This is an optimization exercise on Yosys and OpenROAD, whose aim is small area, a short achievable clock period and few clock cycles, not a production implementation.
In this exercise RTL edits were held to simulation tests only and were not proved equivalent to the original.

## flow/design.v (module list and top-level ports; edited modules follow where they fit)
// module f84tp_front: 32 lines
// module f84tp_mul: 38 lines
// module f84tp_booth: 18 lines
// module f84tp_sdiv1: 40 lines
// module f84tp_sdiv2: 69 lines
// module f84tp_gdiv: 53 lines
// module f84tp_core: 981 lines
// module f84_transition_probabilities: 96 lines
module f84_transition_probabilities (
    input  logic                   i_clk,
    input  logic                   i_rst_n,
    input  logic                   push,
    output logic                   full,
    input  logic [1:0]             i_op,
    input  logic                   i_whole_matrix,
    input  logic [1:0]             i_row_sel,
    input  logic [1:0]             i_col_sel,
    input  logic [f84tp_pkg::WORD_W-1:0]      i_distance,
    output logic                   empty,
    input  logic                   pop,
    output logic [1:0]             o_row,
    output logic [1:0]             o_col,
    output logic [31:0]            o_value,
    output logic                   o_last,
    input  logic                   i_cfg_valid,
    output logic                   o_cfg_ready,
    input  logic [2:0]             i_cfg_index,
    input  logic [f84tp_pkg::WORD_W-1:0]      i_cfg_data
);
  // ...
==> flow/run.sh <==
#!/bin/bash
# synth_recipe.tcl (not shown) runs the flow's synth.tcl, then flattens the netlist and writes it again
# the make line also repeats each setting of config.mk as NAME=value (left out here)
make -C /OpenROAD-flow-scripts/flow DESIGN_CONFIG=/design/flow/config.mk WORK_HOME=/design/flow/orfs CLKGATE_MAP_FILE= SYNTH_SCRIPT=/design/flow/synth_recipe.tcl finish
==> flow/config.mk <==
export PLATFORM = sky130hd
export DESIGN_NAME = f84_transition_probabilities
export DESIGN_NICKNAME = f84_transition_probabilities
export VERILOG_FILES = /design/flow/design.v
export SDC_FILE = /design/flow/constraint.sdc
export NUM_CORES = 8
export LEC_CHECK = 0
export CAP_MARGIN = 20
export CORE_MARGIN = 2
export CORE_UTILIZATION = 30
export PLACE_DENSITY = 0.5
export SETUP_SLACK_MARGIN = 4
export SLEW_MARGIN = 20
==> flow/constraint.sdc <==
create_clock -name core_clock -period 14.0 [get_ports {i_clk}]
set_input_delay 2.8000 -clock core_clock [delete_from_list [all_inputs] [get_ports {i_clk}]]
set_output_delay 2.8000 -clock core_clock [all_outputs]
set_load 0.01 [all_outputs]
==> results.toml, run 1 <==
[drt]
via_per_inst = 6.25
drt_iter0_markers = 34700
wl_met2_um = 534000

[clocking]
post-cts-setup-buffer-count = 111
htree_levels = 5
clock_latency_ns = 1.09
cts_buffers = 307

[global_routing]
grt_pass1_vias = 202000
grtUsageMet1 = 0.409
gr-usage-met2 = 0.461

[final_layout]
reg.largest.list = "u_core.r_t: 260 flops, u_core.r_pq: 200 flops, u_core.r_q: 196 flops"
layout_common_cells = "nand2_1, inv_1, edfxtp_1"
clkbuf_count = 427
drive_above_1_share = 0.107
largest_reg_flops = 260
sh_seq_area = 0.262
design_area_um2 = 258000
final_common_cell = "nand2_1"

[critical_path]
slowest_stage = "a222oi_1"
critPathLaunch = "u_core.m_asel[4]"
critPathCaptureType = "flip-flop"
worstSetupPathType = "reg -> reg"
crit_fanout = 33

[yosys]
synthXorXnorAreaFrac = 0.0678
synth_fp_nets = 26900
netlist_area_um2 = 231000
yosysSeqAreaShare = 0.293
syn-mean-instance-area_um2 = 9.57

[sta]
finClkSkew_ns = 0.146
maxSlewHeadroom = 0.0226
rsz0062_at_grt = "true"
hold_ws_ns = 0.320

[outcome]
status = "finished clean"

[place]
postPlaceCellArea_um2 = 244000

[floorplanning]
tap_cells = 10200
Testbench counts, summed over its fixed seeds: cycles 21,924.
==> inputs of run 2 (changes only) <==
--- a/flow/config.mk
+++ b/flow/config.mk
@@ -5,9 +5,9 @@
 export SDC_FILE = /design/flow/constraint.sdc
 export NUM_CORES = 8
 export LEC_CHECK = 0
-export CAP_MARGIN = 20
+export CAP_MARGIN = 30
 export CORE_MARGIN = 2
 export CORE_UTILIZATION = 30
 export PLACE_DENSITY = 0.5
-export SETUP_SLACK_MARGIN = 4
-export SLEW_MARGIN = 20
+export SETUP_SLACK_MARGIN = 5
+export SLEW_MARGIN = 30
==> run 2 against run 1 <==
Against the previous run:
- still clean
- routed wire length up 1.8%
- worst setup slack gained 0.79 ns
- clock skew is 0.010 ns lower
- critical path type unchanged
- largest cell class unchanged
==> results.toml, run 2 <==
[yosys]
syn-mean-instance-area_um2 = 9.57
yosysMostFrequentCell = "nand2_1"
yosysWarnings = 25
yosysSeqAreaShare = 0.293
netlist_area_um2 = 231000
synthCells = 24100
synth_edf_count = 1673
synth_top_cell_area_share = 0.218
synth-main-ff-cell = "edfxtp_1"
yosysTopAreaCell = "edfxtp_1"
synth_async_sr_flop_share = 0
ys_ff_latch = 2534
synth_fp_nets = 26900
ys_top_cells_by_area = "edfxtp_1, fa_1, dfxtp_1"
yosysUniqueCellTypes = 118
synth_common_cells = "nand2_1, inv_1, edfxtp_1, a22oi_1, clkbuf_1"

[hold_path]
min_path_cells = 0
min_from = "u_core.m_u[1]"
hold_class = "reg -> reg"

[final_layout]
largest_reg_flops = 260
ff_latch_area_um2 = 67800
design_area_um2 = 267000
multiInputGateArea_um2 = 155000
layout_common_cells = "nand2_1, inv_1, edfxtp_1"
fillers = 78200
fin_nets = 26700
drive_above_1_share = 0.144
reg.largest.list = "u_core.r_t: 260 flops, u_core.r_pq: 200 flops, u_core.r_q: 196 flops"
largest_register = "u_core.r_t"
area_delta_synth_final_pct = 15.7
final_common_cell = "nand2_1"

[critical_path]
worstSetupPathType = "reg -> reg"
cp_num_buf_inv = 7
ff2ff_setup_slack_ns = 4.80
rr_worst_depth = 35
crit_fanout = 12
max_stage_delay_ns = 1.05
critPathRequiredTime_ns = 14.84
start_kind = "flip-flop"
critPathCaptureType = "flip-flop"
r2r_start = "u_core.m_asel[3]"
r2r-end = "u_core.r_pr[84]"
worstPathArrival_ns = 10.04
crit_family = "compound AO/OA/AOI/OAI gates"
slowest_stage = "a222oi_1"

[clocking]
cts.path.max_buffers = 4
clkTransAtPathRegs_ns = 0.06
hold_buffers = 0
clock_latency_ns = 1.09
htree_levels = 5
cts_buffers = 311
cts-root-buf = "clkbuf_16"
clock_sinks = 2534
cts_tree = "done"

[global_routing]
grt_pass1_vias = 204000
grt_use_total = 0.321
grt_pass1_wl_um = 1750000
antenna_found_initial = 208
grt_max_degree = 146
grt_overflow = 0

[outcome]
status = "finished clean"

[place]
place_congestion = 1.04
postPlaceCellArea_um2 = 245000
io_buffers = 117
dp_hpwl_um = 980000

[floorplanning]
core-area_um2 = 767000
die_h_um = 881
io_pins = 119
rows = 322
die_area_um2 = 776000
start_util = 0.300
die_w_um = 881

[drt]
dr.pass1.iters = 13
via_per_inst = 6.26
vias = 216000
drt-wirelength-per-cell_um = 37.9
drcViolationCount = 0
drt_iter0_markers = 35800
antenna_left = 0
wl_um = 1310000

[sta]
slew_violations = 0
finClkSkew_ns = 0.136
maxSlewHeadroom = 0.0967
tightestPinTransition_ns = 1.35
fmax_mhz = 109
setup-violations-final = 0
fin_tns_setup_ns = 0
rsz0062_at_grt = "true"
finalCritPeriodShare = 0.657
hold_viol = 0
hold_ws_ns = 0.324
min_period_ns = 9.20

[run]
drv_cap = 0
run 2: cell counts after synthesis:
No cell type changed its count.
run 2: cells by family after synthesis:
family                   share of synthesized area
AO/OA/AOI/OAI                                0.210
AND/OR/NAND/NOR                              0.113
buffers and inverters                       0.0628
adder cells (fa/ha/maj)                      0.194
flip-flops                                   0.293
XOR/XNOR                                    0.0678
multiplexers                                0.0594
other                                    0.0000163
run 2: layout make-up:
type / count / area share
Multi-Input combinational cell: 17800 / 0.579
Sequential cell: 2534 / 0.254
Timing Repair Buffer: 1433 / 0.0527
Tap cell: 10200 / 0.0479
Clock buffer: 436 / 0.0330
Inverter: 1849 / 0.0261
Clock inverter: 143 / 0.00602
Antenna cell: 94 / 0.000882
run 2: worst reg2reg max path, delay by kind of cell (launching register included):
family	cells	cell delay, ns
and+or+nand+nor	4	0.35
DFF	1	0.42
buffers and inverters	7	0.88
AOI/OAI and AO/OA	15	3.69
adders and majority gates	7	3.38
xor gates and xnor gates	2	0.31
run 2: metrics by stage:
stage | cells | worst slack (ns) | util
finish | 34500 | 4.80 | 0.348
global route | 34400 | 4.69 | 0.347
global placement | 33200 | 2.23 | 0.318
CTS | 34100 | 4.87 | 0.341
floorplan | 24100 | 5.41 | -
detailed placement | 33200 | 2.21 | 0.319
run 2: what timing repair did:
action	CTS	global route
resized for setup	677	519
buffers inserted	307	203
endpoints found under the hold margin	0	0
pin swaps	220	312
gates cloned	22	17
endpoints found under the setup margin	505	291
run 2: worst max path at each step:
stage,startpoint,end,slack [ns],depth (start not counted)
final,u_core.m_asel[3],u_core.r_pr[84],4.80,35
after detailed placement,u_core.r_pr[71],u_core.oq[0][9],2.21,31
after global routing,u_core.m_asel[8],u_core.r_pr[95],4.69,36
after CTS,u_core.m_asel[4],u_core.r_pr[95],4.87,34
after global placement,u_core.r_pr[77],u_core.oq[0][9],2.23,32
after floorplan,u_core.m_asel[6],u_core.r_pr[95],5.41,36
run 2: per-layer routing:
metal	wire (um)	track usage	part of all wire
met3	155000	0.0915	0.12
met2	543000	0.470	0.42
met5	744	0	0.00057
met1	499000	0.413	0.38
met4	110000	0.211	0.084
==> inputs of run 3 (changes only) <==
--- a/flow/config.mk
+++ b/flow/config.mk
@@ -7,7 +7,7 @@
 export LEC_CHECK = 0
 export CAP_MARGIN = 30
 export CORE_MARGIN = 2
-export CORE_UTILIZATION = 30
-export PLACE_DENSITY = 0.5
+export CORE_UTILIZATION = 25
+export PLACE_DENSITY = 0.45
 export SETUP_SLACK_MARGIN = 5
 export SLEW_MARGIN = 30
==> run 3 against run 2 <==
Against the previous run:
- die area is 20% higher
- via count is 0.68% lower
- worst setup slack worse by 0.10 ns
- utilization is 5.6 points lower
- sequential share of layout area is 0.10 points lower
- cell count is 5.7% higher
- largest cell class unchanged
==> results.toml, run 3 <==
[outcome]
status = "finished clean"

[hold_path]
min_to = "u_core.p_j[1]"
min_path_cells = 0
hold_class = "reg -> reg"
min_from = "u_core.m_j[1]"

[floorplanning]
rows = 352
start_util = 0.251
io_pins = 119
die_area_um2 = 930000
core-area_um2 = 919000
die_w_um = 964
die_h_um = 964

[critical_path]
r2r-end = "u_core.r_pr[68]"
r2r_start = "u_core.m_asel[2]"
critPathRequiredTime_ns = 14.95
worstPathArrival_ns = 10.26
crit_fanout = 14
slowest_stage = "a222oi_1"
worstSetupPathType = "reg -> reg"
max_stage_delay_ns = 0.83
start_kind = "flip-flop"
ff2ff_setup_slack_ns = 4.70
rr_worst_depth = 32
cp_common_cell = "fa_1"
critPathCaptureType = "flip-flop"

[yosys]
yosysTopAreaCell = "edfxtp_1"
syn-mean-instance-area_um2 = 9.57
yosysSeqAreaShare = 0.293
synth_async_sr_flop_share = 0
netlist_area_um2 = 231000
yosysWarnings = 25
synth_top_cell_area_share = 0.218
yosysUniqueCellTypes = 118
synth_common_cells = "nand2_1, inv_1, edfxtp_1, a22oi_1, clkbuf_1"
synth_edf_count = 1673
yosysMostFrequentCell = "nand2_1"
synth_fp_nets = 26900
synth-main-ff-cell = "edfxtp_1"
ys_top_cells_by_area = "edfxtp_1, fa_1, dfxtp_1"
synthCells = 24100
ys_ff_latch = 2534

[final_layout]
fin_nets = 26600
layout_common_cells = "nand2_1, inv_1, edfxtp_1"
reg.largest.list = "u_core.r_t: 260 flops, u_core.r_pq: 200 flops, u_core.r_q: 196 flops"
area_delta_synth_final_pct = 16.2
largest_reg_flops = 260
final_common_cell = "nand2_1"
drive_above_1_share = 0.142
largest_register = "u_core.r_t"

[global_routing]
antenna_found_initial = 176
grt_use_total = 0.263
grt_pass1_wl_um = 1740000
grt_overflow = 0
grt_max_degree = 166
grt_pass1_vias = 204000

[drt]
via_per_inst = 5.88
drcViolationCount = 0
vias = 214000
dr.pass1.iters = 13
antenna_left = 0
wl_um = 1280000
drt_iter0_markers = 32600
drt-wirelength-per-cell_um = 35.2

[sta]
tightestPinTransition_ns = 1.15
rsz0062_at_grt = "true"
min_period_ns = 9.30
hold_viol = 0
slew_violations = 0
finalCritPeriodShare = 0.664
fmax_mhz = 108
maxSlewHeadroom = 0.235
setup_ws_ns = 4.70
fin_tns_setup_ns = 0
finClkSkew_ns = 0.119
setup-violations-final = 0

[clocking]
clkTransAtPathRegs_ns = 0.06
cts.path.max_buffers = 4
cts_buffers = 316
clock_latency_ns = 1.10
hold_buffers = 0
cts_tree = "done"
cts-root-buf = "clkbuf_16"
htree_levels = 5
clock_sinks = 2534

[place]
dp_hpwl_um = 953000
io_buffers = 117
place_congestion = 1.03
post-place-ws_ns = 1.98

[run]
drv_cap = 0
[run 3: cell counts after synthesis]
No cell type changed its count.
[run 3: metrics by stage]
step | utilization | hold WS [ns] | instances | cell area [um^2]
2_1_floorplan | - | 0.310 | 24100 | 231000
3_5_place_dp | 0.269 | 0.312 | 35200 | 247000
4_1_cts | 0.288 | 0.302 | 36200 | 265000
3_3_place_gp | 0.268 | 0.311 | 35200 | 246000
6_report | 0.292 | 0.311 | 36400 | 268000
5_1_grt | 0.291 | 0.305 | 36400 | 268000
[run 3: cell families after synthesis]
family / after synthesis / synth area share
flops: 2534 / 0.293
xor+xnor: 1785 / 0.0678
buf+inv: 3805 / 0.0628
compound gates: 6838 / 0.210
other cells: 1 / 0.0000163
simple gates: 5603 / 0.113
fa+ha+maj: 2676 / 0.194
mux: 855 / 0.0594
[run 3: layout make-up]
type                            instances  area [um^2]
Fill cell                           96300       651000
Multi-Input combinational cell      17800       154000
Sequential cell                      2534        67800
Tap cell                            12200        15300
Timing Repair Buffer                 1396        13000
Clock buffer                          432         8830
Inverter                             1849         6970
Clock inverter                        154         1700
Antenna cell                           95          238
[run 3: critical path: cells and delay by family, from the launching register on]
family | cells | cell delay (ns)
xor gates and xnor gates | 2 | 0.35
DFF | 1 | 0.37
adders and majority gates | 7 | 3.41
buffers and inverters | 7 | 1.11
and+or+nand+nor | 3 | 0.47
AOI/OAI and AO/OA | 13 | 3.46
[run 3: worst max path at each step]
stage | from | slack [ns] | endpoint | cells after the start
floorplan | u_core.m_asel[6] | 5.41 | u_core.r_pr[95] | 36
global placement | u_core.m_asel[7] | 1.93 | u_core.r_pr[95] | 32
detailed placement | u_core.m_asel[7] | 1.98 | u_core.r_pr[95] | 31
CTS | u_core.m_asel[2] | 4.97 | u_core.r_pr[95] | 32
global route | u_core.m_asel[7] | 4.64 | u_core.r_pr[84] | 35
finish | u_core.m_asel[2] | 4.70 | u_core.r_pr[68] | 32
[run 3: layer usage]
metal	part of all wire	wire length (um)	track usage
met1	0.40	512000	0.348
met2	0.42	539000	0.390
met3	0.11	145000	0.0734
met4	0.066	84900	0.138
met5	0.00047	606	0
[run 3: timing repair]
action	in CTS	in global routing
setup endpoints to repair	527	303
setup buffers	387	123
gates cloned	16	4
pin swaps	289	257
gates resized for setup	686	389
==> inputs of run 4 (changes only) <==
--- a/flow/config.mk
+++ b/flow/config.mk
@@ -5,9 +5,9 @@
 export SDC_FILE = /design/flow/constraint.sdc
 export NUM_CORES = 8
 export LEC_CHECK = 0
-export CAP_MARGIN = 30
+export CAP_MARGIN = 20
 export CORE_MARGIN = 2
 export CORE_UTILIZATION = 25
 export PLACE_DENSITY = 0.45
 export SETUP_SLACK_MARGIN = 5
-export SLEW_MARGIN = 30
+export SLEW_MARGIN = 20
==> run 4 against run 3 <==
Against the previous run:
- routed wire length is 0.15% higher
- register-to-register slack worse by 0.14 ns
- synthesized area stayed put
- worst setup slack worse by 0.14 ns
- global-route usage is 0.084 points lower
- count of clock-buffer cells in the layout is 23 lower
- critical endpoint is now u_core.r_pr[96]
==> results.toml, run 4 <==
[outcome]
status = "finished clean"

[drt]
drcViolationCount = 0
drt-wirelength-per-cell_um = 35.2
wl_um = 1280000
dr.pass1.iters = 14
vias = 214000
antenna_left = 0
drt_iter0_markers = 32900
via_per_inst = 5.88

[final_layout]
fin_nets = 26600
final_common_cell = "nand2_1"
largest_reg_flops = 260
largest_register = "u_core.r_t"
area_delta_synth_final_pct = 16.4
finalNonFillerCells = 36400
fillers = 96100
layout_common_cells = "nand2_1, inv_1, edfxtp_1"
drive_above_1_share = 0.144
reg.largest.list = "u_core.r_t: 260 flops, u_core.r_pq: 200 flops, u_core.r_q: 196 flops"

[sta]
tightestPinTransition_ns = 1.40
setup-violations-final = 0
finalCritPeriodShare = 0.675
slew_violations = 0
fmax_mhz = 106
fin_tns_setup_ns = 0
maxSlewHeadroom = 0.0689
rsz0062_at_grt = "true"
hold_viol = 0
finClkSkew_ns = 0.146
min_period_ns = 9.44

[place]
dp_hpwl_um = 951000
dp.cells = 35200
place_congestion = 1.03
io_buffers = 117

[yosys]
synth_fp_nets = 26900
synth-main-ff-cell = "edfxtp_1"
yosysMostFrequentCell = "nand2_1"
yosysUniqueCellTypes = 118
synth_edf_count = 1673
syn-mean-instance-area_um2 = 9.57
synth_async_sr_flop_share = 0
synth_common_cells = "nand2_1, inv_1, edfxtp_1, a22oi_1, clkbuf_1"
yosysWarnings = 25
yosysTopAreaCell = "edfxtp_1"
synthCells = 24100
ys_top_cells_by_area = "edfxtp_1, fa_1, dfxtp_1"
ys_ff_latch = 2534
netlist_area_um2 = 231000
yosysSeqAreaShare = 0.293
synth_top_cell_area_share = 0.218

[clocking]
cts_tree = "done"
cts-root-buf = "clkbuf_16"
cts_buffers = 313
clkTransAtPathRegs_ns = 0.06
clock_sinks = 2534
htree_levels = 5
clock_latency_ns = 1.11
hold_buffers = 0
cts.path.max_buffers = 4

[critical_path]
r2r_start = "u_core.m_asel[1]"
start_kind = "flip-flop"
critPathRequiredTime_ns = 14.90
critPathLaunch = "u_core.m_asel[1]"
critPathCaptureType = "flip-flop"
cp_num_buf_inv = 8
crit_fanout = 5
crit_family = "compound AO/OA/AOI/OAI gates"
cp_common_cell = "fa_1"
slowest_stage = "a222oi_1"
worstSetupPathType = "reg -> reg"
max_stage_delay_ns = 1.14
worstPathArrival_ns = 10.34

[floorplanning]
die_h_um = 964
start_util = 0.251
die_w_um = 964
core-area_um2 = 919000
die_area_um2 = 930000
io_pins = 119
rows = 352

[global_routing]
grt_pass1_vias = 204000
grt_use_total = 0.262
grt_overflow = 0
grt_max_degree = 166
antenna_found_initial = 172
grt_pass1_wl_um = 1730000

[hold_path]
hold_class = "reg -> reg"
min_from = "u_core.m_act[0]"

[run]
drv_cap = 0
run 4: cell counts after synthesis:
No cell type changed its count.
run 4: through the flow:
stage / cell area [um^2] / util / hold slack [ns] / setup slack (ns)
floorplan: 231000 / - / 0.310 / 5.41
global route: 268000 / 0.292 / 0.314 / 4.67
detailed placement: 246000 / 0.268 / 0.312 / 1.96
finish: 268000 / 0.292 / 0.309 / 4.56
CTS: 264000 / 0.287 / 0.305 / 4.82
global placement: 246000 / 0.268 / 0.311 / 1.93
run 4: cells by family after synthesis:
group,Yosys count,synth area share
AOI/OAI and AO/OA,6838,0.210
and+or+nand+nor,5603,0.113
buffers and inverters,3805,0.0628
adders and majority gates,2676,0.194
DFF,2534,0.293
xor gates and xnor gates,1785,0.0678
muxes,855,0.0594
other,1,0.0000163
run 4: area by class of cell:
type	instances	area, um^2	area share
Antenna cell	69	173	0.000644
Clock buffer	409	8640	0.0322
Clock inverter	174	1860	0.00692
Inverter	1849	6990	0.0260
Multi-Input combinational cell	17800	154000	0.576
Sequential cell	2534	67800	0.253
Tap cell	12200	15300	0.0570
Timing Repair Buffer	1400	13100	0.0489
run 4: worst paths after layout:
kind,to,slack [ns],cells after the start
min,u_core.p_act[0],0.31,0
min reg2reg,u_core.p_act[0],0.31,0
max,u_core.r_pr[96],4.56,33
max reg2reg,u_core.r_pr[96],4.56,33
run 4: routing by layer:
layer,part of all wire,vias up,GRT usage
li1,-,87600,-
met1,0.40,110000,0.348
met2,0.42,13800,0.390
met3,0.11,2705,0.0702
met4,0.065,62,0.136
met5,0.00030,-,0
run 4: what timing repair did:
action / 4_1_cts / 5_1_grt
pin swaps: 252 / 344
gates resized for setup: 672 / 555
hold endpoints to repair: 0 / 0
cloned: 13 / 10
setup endpoints to repair: 550 / 367
setup buffers: 376 / 165

==> static timing again, ports no longer ideal <==
No port has a modelled driver above. Below, the same layouts with a new extraction and two added sets of constraints. Step 1, drivers: a clkbuf_16 drives i_clk and a buf_2 each remaining input, both assumed. Step 2 also shifts input and output timing later by t, the mid clock arrival at the registers, as if the neighbouring blocks saw the same clock. Slacks: no drivers / after step 1 / after step 2; pairs: no drivers / after step 1.
run | shift t [ns] | setup slack, ns | worst slew at a driven data input, ns | cell pins on the clock port's net
run 1 | 1.147 | 4.008 / 4.008 / 4.008 | 0.40 | 1
run 2 | 1.147 | 4.799 / 4.799 / 4.799 | 0.42 | 1
run 3 | 1.163 | 4.699 / 4.699 / 4.699 | 0.12 | 1
run 4 | 1.172 | 4.556 / 4.556 / 4.556 | 0.10 | 1
After both steps every run listed still meets setup and hold.
